From an optimization exercise on the open Yosys and OpenROAD flow, aimed at small area; shortcuts taken in it are not production practice. Function was checked by simulation only, so behaviour that the tests miss may differ from the original. Power is estimated from default activity; no workload was simulated.

## run A
==> flow/design.v <==
package bus_checker_pkg;
   localparam int ID_W = 8;
   typedef enum logic [1:0] {
      RES_PASS     = 2'd0,
      RES_NO_MATCH = 2'd1,
      RES_MISROUTE = 2'd2,
      RES_BAD_ID   = 2'd3
   } res_code_e;
endpackage
module bus_checker_sb #(
   parameter int DEPTH = 16,
   parameter int KW    = 10
) (
   input  logic [DEPTH-1:0][KW-1:0] key_i,
   input  logic [DEPTH-1:0]         empty_i,
   input  logic [KW-1:0]            srch_key_i,
   input  logic                     srch_ok_i,   
   input  logic                     srch_i,
   input  logic                     dst_ok_i,
   output logic [DEPTH-1:0]         first_o,     
   output logic [DEPTH-1:0]         shift_o,     
   output logic                     found_o,
   output logic                     remove_o
);
   logic [DEPTH-1:0] match, match_pre, hole_pre;
   bus_checker_cmp #(
      .DEPTH (DEPTH),
      .KW    (KW)
   ) u_cmp (
      .key_i      (key_i),
      .empty_i    (empty_i),
      .srch_key_i (srch_key_i),
      .match_o    (match)
   );
   always_comb begin
      match_pre[0] = match[0];
      hole_pre[0]  = empty_i[0];
      first_o[0]   = match[0];
      for (int i = 1; i < DEPTH; i++) begin
         match_pre[i] = match_pre[i-1] | match[i];
         hole_pre[i]  = hole_pre[i-1] | empty_i[i];
         first_o[i]   = match[i] & !match_pre[i-1];
      end
   end
   assign found_o  = srch_ok_i && match_pre[DEPTH-1];
   assign remove_o = srch_i && found_o && dst_ok_i;
   assign shift_o  = hole_pre;
endmodule
module bus_checker_rd #(
   parameter int DEPTH = 16,
   parameter int W     = 18
) (
   input  logic [DEPTH-1:0]        sel_i,
   input  logic [DEPTH-1:0][W-1:0] data_i,
   output logic [W-1:0]            data_o
);
   always_comb begin
      data_o = '0;
      for (int i = 0; i < DEPTH; i++)
         data_o = data_o | (data_i[i] & {W{sel_i[i]}});
   end
endmodule
module bus_checker_cmp #(
   parameter int DEPTH = 16,
   parameter int KW    = 10
) (
   input  logic [DEPTH-1:0][KW-1:0] key_i,
   input  logic [DEPTH-1:0]         empty_i,
   input  logic [KW-1:0]            srch_key_i,
   output logic [DEPTH-1:0]         match_o
);
   always_comb
      for (int i = 0; i < DEPTH; i++)
         match_o[i] = !empty_i[i] && (key_i[i] == srch_key_i);
endmodule
module bus_checker
#(
   parameter int DRVRS   = 4,
   parameter int PCKG_SZ = 16,
   parameter int DEPTH   = 16,
   parameter int TS_W    = 16,
   localparam int SW = $clog2(DRVRS),
   localparam int IW = $clog2(DEPTH),
   localparam int CW = $clog2(DEPTH + 1)
) (
   input  logic               clk,
   input  logic               rst_n,
   input  logic               drv_valid,
   output logic               drv_ready,
   input  logic [SW-1:0]      drv_src,
   input  logic [PCKG_SZ-1:0] drv_data,
   input  logic               mon_valid,
   input  logic [SW-1:0]      mon_dst,
   input  logic [PCKG_SZ-1:0] mon_data,
   output logic               res_valid,
   output logic [1:0]         res_code,
   output logic [SW-1:0]      res_src,
   output logic [PCKG_SZ-1:0] res_data,
   output logic [TS_W-1:0]    res_latency,
   output logic [CW-1:0]      pending,
   output logic [15:0]        pass_cnt,
   output logic [15:0]        fail_cnt
);
   localparam int ID_W = bus_checker_pkg::ID_W;
   localparam int KW   = PCKG_SZ - ID_W + SW;
   logic [DEPTH-1:0][KW-1:0]   key_q;
   logic [DEPTH-1:0][SW-1:0]   src_q;
   logic [DEPTH-1:0][TS_W-1:0] ts_q;
   logic [DEPTH-1:0]           empty_q;        
   logic [CW-1:0]              count_q;
   logic [DEPTH-1:0] first, shift, gone;
   logic [DEPTH-1:0][SW+TS_W-1:0] rd_data;
   logic [SW-1:0]      hit_src;
   logic [TS_W-1:0]    hit_ts;
   logic               found, remove;
   logic [TS_W-1:0]    now_q;
   logic               accept, bad_id, push, dst_ok;
   logic               res_valid_q;
   logic [1:0]         res_code_q, res_code_d;
   logic [SW-1:0]      res_src_q;
   logic [PCKG_SZ-1:0] res_data_q;
   logic [TS_W-1:0]    res_ts_q;
   logic [15:0]        pass_q, fail_q, fail_d;
   logic               mon_fail;
   assign drv_ready = !count_q[CW-1];
   assign accept    = drv_valid && drv_ready;
   assign bad_id    = accept && (drv_data[PCKG_SZ-1 -: ID_W-SW] != '0);
   assign push      = accept && !bad_id;
   assign dst_ok    = mon_data[PCKG_SZ-ID_W +: SW] == mon_dst;
   bus_checker_sb #(
      .DEPTH (DEPTH),
      .KW    (KW)
   ) u_srch (
      .key_i      (key_q),
      .empty_i    (empty_q),
      .srch_key_i (mon_data[KW-1:0]),
      .srch_ok_i  (mon_data[PCKG_SZ-1 -: ID_W-SW] == '0),
      .srch_i     (mon_valid),
      .dst_ok_i   (dst_ok),
      .first_o    (first),
      .shift_o    (shift),
      .found_o    (found),
      .remove_o   (remove)
   );
   always_comb
      for (int i = 0; i < DEPTH; i++)
         rd_data[i] = {src_q[i], ts_q[i]};
   bus_checker_rd #(
      .DEPTH (DEPTH),
      .W     (SW + TS_W)
   ) u_rd (
      .sel_i  (first),
      .data_i (rd_data),
      .data_o ({hit_src, hit_ts})
   );
   logic [CW-1:0] count_d;
   logic [CW:0]   cnt_up, cnt_dn;
   assign cnt_up[0] = push && !remove;
   assign cnt_dn[0] = remove && !push;
   for (genvar i = 0; i < CW; i++) begin : g_cnt
      assign count_d[i]  = count_q[i] ^ (cnt_up[i] | cnt_dn[i]);
      assign cnt_up[i+1] = cnt_up[i] & count_q[i];
      assign cnt_dn[i+1] = cnt_dn[i] & !count_q[i];
   end
   assign gone = empty_q | (first & {DEPTH{remove}});
   always_ff @(posedge clk or negedge rst_n) begin
      if (!rst_n) begin
         empty_q <= '1;
         count_q <= '0;
      end else begin
         for (int i = 0; i < DEPTH - 1; i++)
            empty_q[i] <= shift[i] ? gone[i+1] : remove && first[i];
         empty_q[DEPTH-1] <= shift[DEPTH-1] ? !push : remove && first[DEPTH-1];
         count_q <= count_d;
      end
   end
   always_ff @(posedge clk) begin
      for (int i = 0; i < DEPTH - 1; i++)
         if (shift[i]) begin
            key_q[i] <= key_q[i+1];
            src_q[i] <= src_q[i+1];
            ts_q[i]  <= ts_q[i+1];
         end
      if (shift[DEPTH-1]) begin
         key_q[DEPTH-1] <= drv_data[KW-1:0];
         src_q[DEPTH-1] <= drv_src;
         ts_q[DEPTH-1]  <= now_q;
      end
   end
   always_comb begin
      if (!mon_valid)  res_code_d = bus_checker_pkg::RES_BAD_ID;
      else if (remove) res_code_d = bus_checker_pkg::RES_PASS;
      else if (found)  res_code_d = bus_checker_pkg::RES_MISROUTE;
      else             res_code_d = bus_checker_pkg::RES_NO_MATCH;
   end
   assign mon_fail = mon_valid && !remove;
   logic [TS_W-1:0] now_d;
   logic [TS_W:0]   now_c;
   logic [15:0]     pass_d, fail_s;
   logic [16:0]     pass_c, fail_c;
   logic            pass_inc;
   assign now_c[0] = 1'b1;
   for (genvar i = 0; i < TS_W; i++) begin : g_now
      assign now_d[i]   = now_q[i] ^ now_c[i];
      assign now_c[i+1] = now_q[i] & now_c[i];
   end
   assign pass_inc  = remove && !(&pass_q);
   assign pass_c[0] = pass_inc;
   for (genvar i = 0; i < 16; i++) begin : g_pass
      assign pass_d[i]   = pass_q[i] ^ pass_c[i];
      assign pass_c[i+1] = pass_q[i] & pass_c[i];
   end
   logic fail_top, fail_a, fail_b;
   assign fail_top = &fail_q[15:1];                          
   assign fail_a   = mon_fail && !(fail_top && fail_q[0]);
   assign fail_b   = bad_id && !(fail_top && (fail_q[0] || mon_fail));
   assign fail_s[0]  = fail_q[0] ^ fail_a ^ fail_b;
   assign fail_c[0]  = 1'b0;
   assign fail_c[1]  = (fail_q[0] & fail_a) | (fail_q[0] & fail_b) | (fail_a & fail_b);
   for (genvar i = 1; i < 16; i++) begin : g_fail
      assign fail_s[i]   = fail_q[i] ^ fail_c[i];
      assign fail_c[i+1] = fail_q[i] & fail_c[i];
   end
   assign fail_d = fail_s;
   always_ff @(posedge clk or negedge rst_n) begin
      if (!rst_n) begin
         now_q       <= '0;
         res_valid_q <= 1'b0;
         pass_q      <= '0;
         fail_q      <= '0;
      end else begin
         now_q       <= now_d;
         res_valid_q <= mon_valid || bad_id;
         pass_q      <= pass_d;
         fail_q      <= fail_d;
      end
   end
   always_ff @(posedge clk) begin
      res_code_q <= res_code_d;
      res_src_q  <= remove ? hit_src : '0;
      res_ts_q   <= hit_ts;
      res_data_q <= mon_valid ? mon_data : drv_data;
   end
   logic [TS_W-1:0] lat_s;
   logic [TS_W:0]   lat_c;
   assign lat_c[0] = 1'b0;
   for (genvar i = 0; i < TS_W; i++) begin : g_lat
      assign lat_s[i]   = now_q[i] ^ !res_ts_q[i] ^ lat_c[i];
      assign lat_c[i+1] = (now_q[i] & !res_ts_q[i]) | (lat_c[i] & (now_q[i] ^ !res_ts_q[i]));
   end
   assign res_latency = res_code_q == bus_checker_pkg::RES_PASS ? lat_s : '0;
   assign pending     = count_q;
   assign res_valid   = res_valid_q;
   assign res_code    = res_code_q;
   assign res_src     = res_src_q;
   assign res_data    = res_data_q;
   assign pass_cnt    = pass_q;
   assign fail_cnt    = fail_q;
endmodule
==> flow/config.mk <==
export PLATFORM = sky130hd
export DESIGN_NAME = bus_checker
export DESIGN_NICKNAME = bus_checker
export VERILOG_FILES = /design/flow/design.v
export SDC_FILE = /design/flow/constraint.sdc
export NUM_CORES = 4
export LEC_CHECK = 0
export CAP_MARGIN = 20
export CELL_PAD_IN_SITES_DETAIL_PLACEMENT = 0
export CELL_PAD_IN_SITES_GLOBAL_PLACEMENT = 0
export CORE_MARGIN = 2
export CORE_UTILIZATION = 40
export PLACE_DENSITY = 0.9
export SLEW_MARGIN = 20
export SYNTH_HIERARCHICAL = 1
==> flow/constraint.sdc <==
create_clock -name core_clock -period 10.0 [get_ports {clk}]
set_input_delay 2.0000 -clock core_clock [delete_from_list [all_inputs] [get_ports {clk}]]
set_output_delay 2.0000 -clock core_clock [all_outputs]
set_load 0.01 [all_outputs]
standard.sh (not shown) runs the stock make flow with config.mk's settings and CLKGATE_MAP_FILE= SYNTH_SCRIPT=/design/flow/synth_recipe.tcl, a recipe that flattens the netlist after the stock synthesis.
==> flow/flow/run.sh <==
#!/bin/bash
# The standard layout (standard.sh, synthesis unchanged) with two changes:
# - every port still gets a buffer, but a plain buf_1 (the resizer upsizes it
#   where needed) instead of the larger default;
# - CTS builds its tree from clkbuf_4 only, with clusters of up to 10 sinks
#   within 40 um, and without dummy loads.
# Each tool's full output stays in orfs/logs; make's own output goes to
# standard_flow.log.
set -euo pipefail
bash standard.sh \
  "BUFFER_PORTS_ARGS=-buffer_cell sky130_fd_sc_hd__buf_1" \
  "CTS_ARGS=-sink_clustering_enable -repair_clock_nets -dont_use_dummy_load -buf_list sky130_fd_sc_hd__clkbuf_4 -sink_clustering_size 10 -sink_clustering_max_diameter 40" \
  finish > standard_flow.log 2>&1
Run A completed end to end with timing, DRC and antenna clean.
Input changes introduced in run B (baseline for comparison: run A):
Settings: a deleted PLACE_DENSITY that had been 0.9; a deleted CELL_PAD_IN_SITES_DETAIL_PLACEMENT that had been 0; a deleted CELL_PAD_IN_SITES_GLOBAL_PLACEMENT that had been 0.
==> notes.md <==
Of run A and run B, the run reporting the higher clock share of power was run B.
The combinational share of power was comparable across run A and run B.
NOTE number of cells in the design after placement run A->run B increased slightly
Going from run A to run B, longest individual stage delay on the worst path was more or less identical, first-pass GRT wire length went up.
Clock network contribution to total cell area: run B > run A
Re synthesized cell area: no difference whatsoever between run B and run A.
Worst setup slack was lower in run B than in run A.
Inputs modified between run B and run C:
Settings: setting PLACE_DENSITY to 0.9 for the first time.
### Flow results
~same maximum cell stage delay along the critical path in run C and run B
On hold slack, run C does better than run B.
Total power of run C is lower than that of run B.
Looking at total of fill cells in the finished design, run C sits about 6% lower than run B does.
In run C the final weighted congestion in routability-driven placement turned out 0.046 higher than in run B.
Min depth of the worst register-to-register path across run C and run B: run B
Fmax ended up 0.36% higher on run C than on run B.
Summary of run C over run B: time the worst path needs with I/O delays and setup -0.035 ns; wire length shrank by 4.6%; clock share of power decreased 1.0 points.
Setup changes, run C to run D
Settings: an added GPL_ROUTABILITY_DRIVEN of 0.
### Flow results
- Area after synthesis: run D vs run C — no meaningful difference
- Delta (run D minus run C): first-pass GRT wire length flat, clock buffer and inverter area fraction after layout flat, total power flat.
- Diff run C -> run D: buffers inserted during post-CTS setup optimization closely matched the old numbers, clock buffer count in the final layout closely matched the old numbers.
Setup changes, run D to run E
Settings: clearing GPL_ROUTABILITY_DRIVEN, which used to be 0.
-- flow/flow/run.sh --
<<< run D, line 10
bash standard.sh \
  "BUFFER_PORTS_ARGS=-buffer_cell sky130_fd_sc_hd__buf_1" \
  "CTS_ARGS=-sink_clustering_enable -repair_clock_nets -dont_use_dummy_load -buf_list sky130_fd_sc_hd__clkbuf_4 -sink_clustering_size 10 -sink_clustering_max_diameter 40" \
  finish > standard_flow.log 2>&1
>>> run E, line 10
bash standard.sh \
  "BUFFER_PORTS_ARGS=-buffer_cell sky130_fd_sc_hd__buf_1" \
  "CTS_ARGS=-sink_clustering_enable -repair_clock_nets -dont_use_dummy_load -buf_list sky130_fd_sc_hd__clkbuf_8 -sink_clustering_size 20 -sink_clustering_max_diameter 40" \
  finish > standard_flow.log 2>&1
==> comparison <==
- Setup slack: run E more than run D
- [run E vs run D] power per standard cell area: higher in run E
- On run E: part of the power in combinational logic is 0.2 points lower than what run D gave.
- Between run D and run E, final-layout fill cell count is higher for run D, run E comes in under that.
- Comparing run D and run E, the higher total of clock buffers placed in the layout was measured on run D.
- Summary: with run D as the reference, design area in run E moved up slightly.
- Diff run D -> run E: fraction of cell area in non-clock buffers essentially unchanged; hold slack increased 0.0075 ns; count of multi-input gates essentially unchanged; register-to-register slack essentially unchanged.
- Global-route total usage across every layer essentially unchanged between run E and run D.

==> re-timing with driven ports <==
Ports are ideal in the flow. The routed layouts listed here were re-timed in OpenROAD. Step 1 assumes that a clkbuf_16 drives the clock port and a buf_2 every other input. Step 2 adds t to the input delays and takes it off the output delays; t is the mean of the earliest and latest rising clock arrival at the registers after step 1. Input paths then give back, and output paths get back, about the clock's delay inside the block. a / b / c = no drivers / after step 1 / after step 2; a / b = the first two.
run | t, ns | setup slack, ns | worst setup path after step 2
run A | 0.752 | 0.387 / 0.339 / 1.091 | register to output
run B | 0.830 | 0.352 / 0.297 / 1.127 | register to output
run C | 0.752 | 0.387 / 0.339 / 1.091 | register to output
run D | 0.752 | 0.387 / 0.339 / 1.091 | register to output
run E | 0.676 | 0.499 / 0.447 / 1.123 | register to output
After both steps every run listed still meets setup and hold.
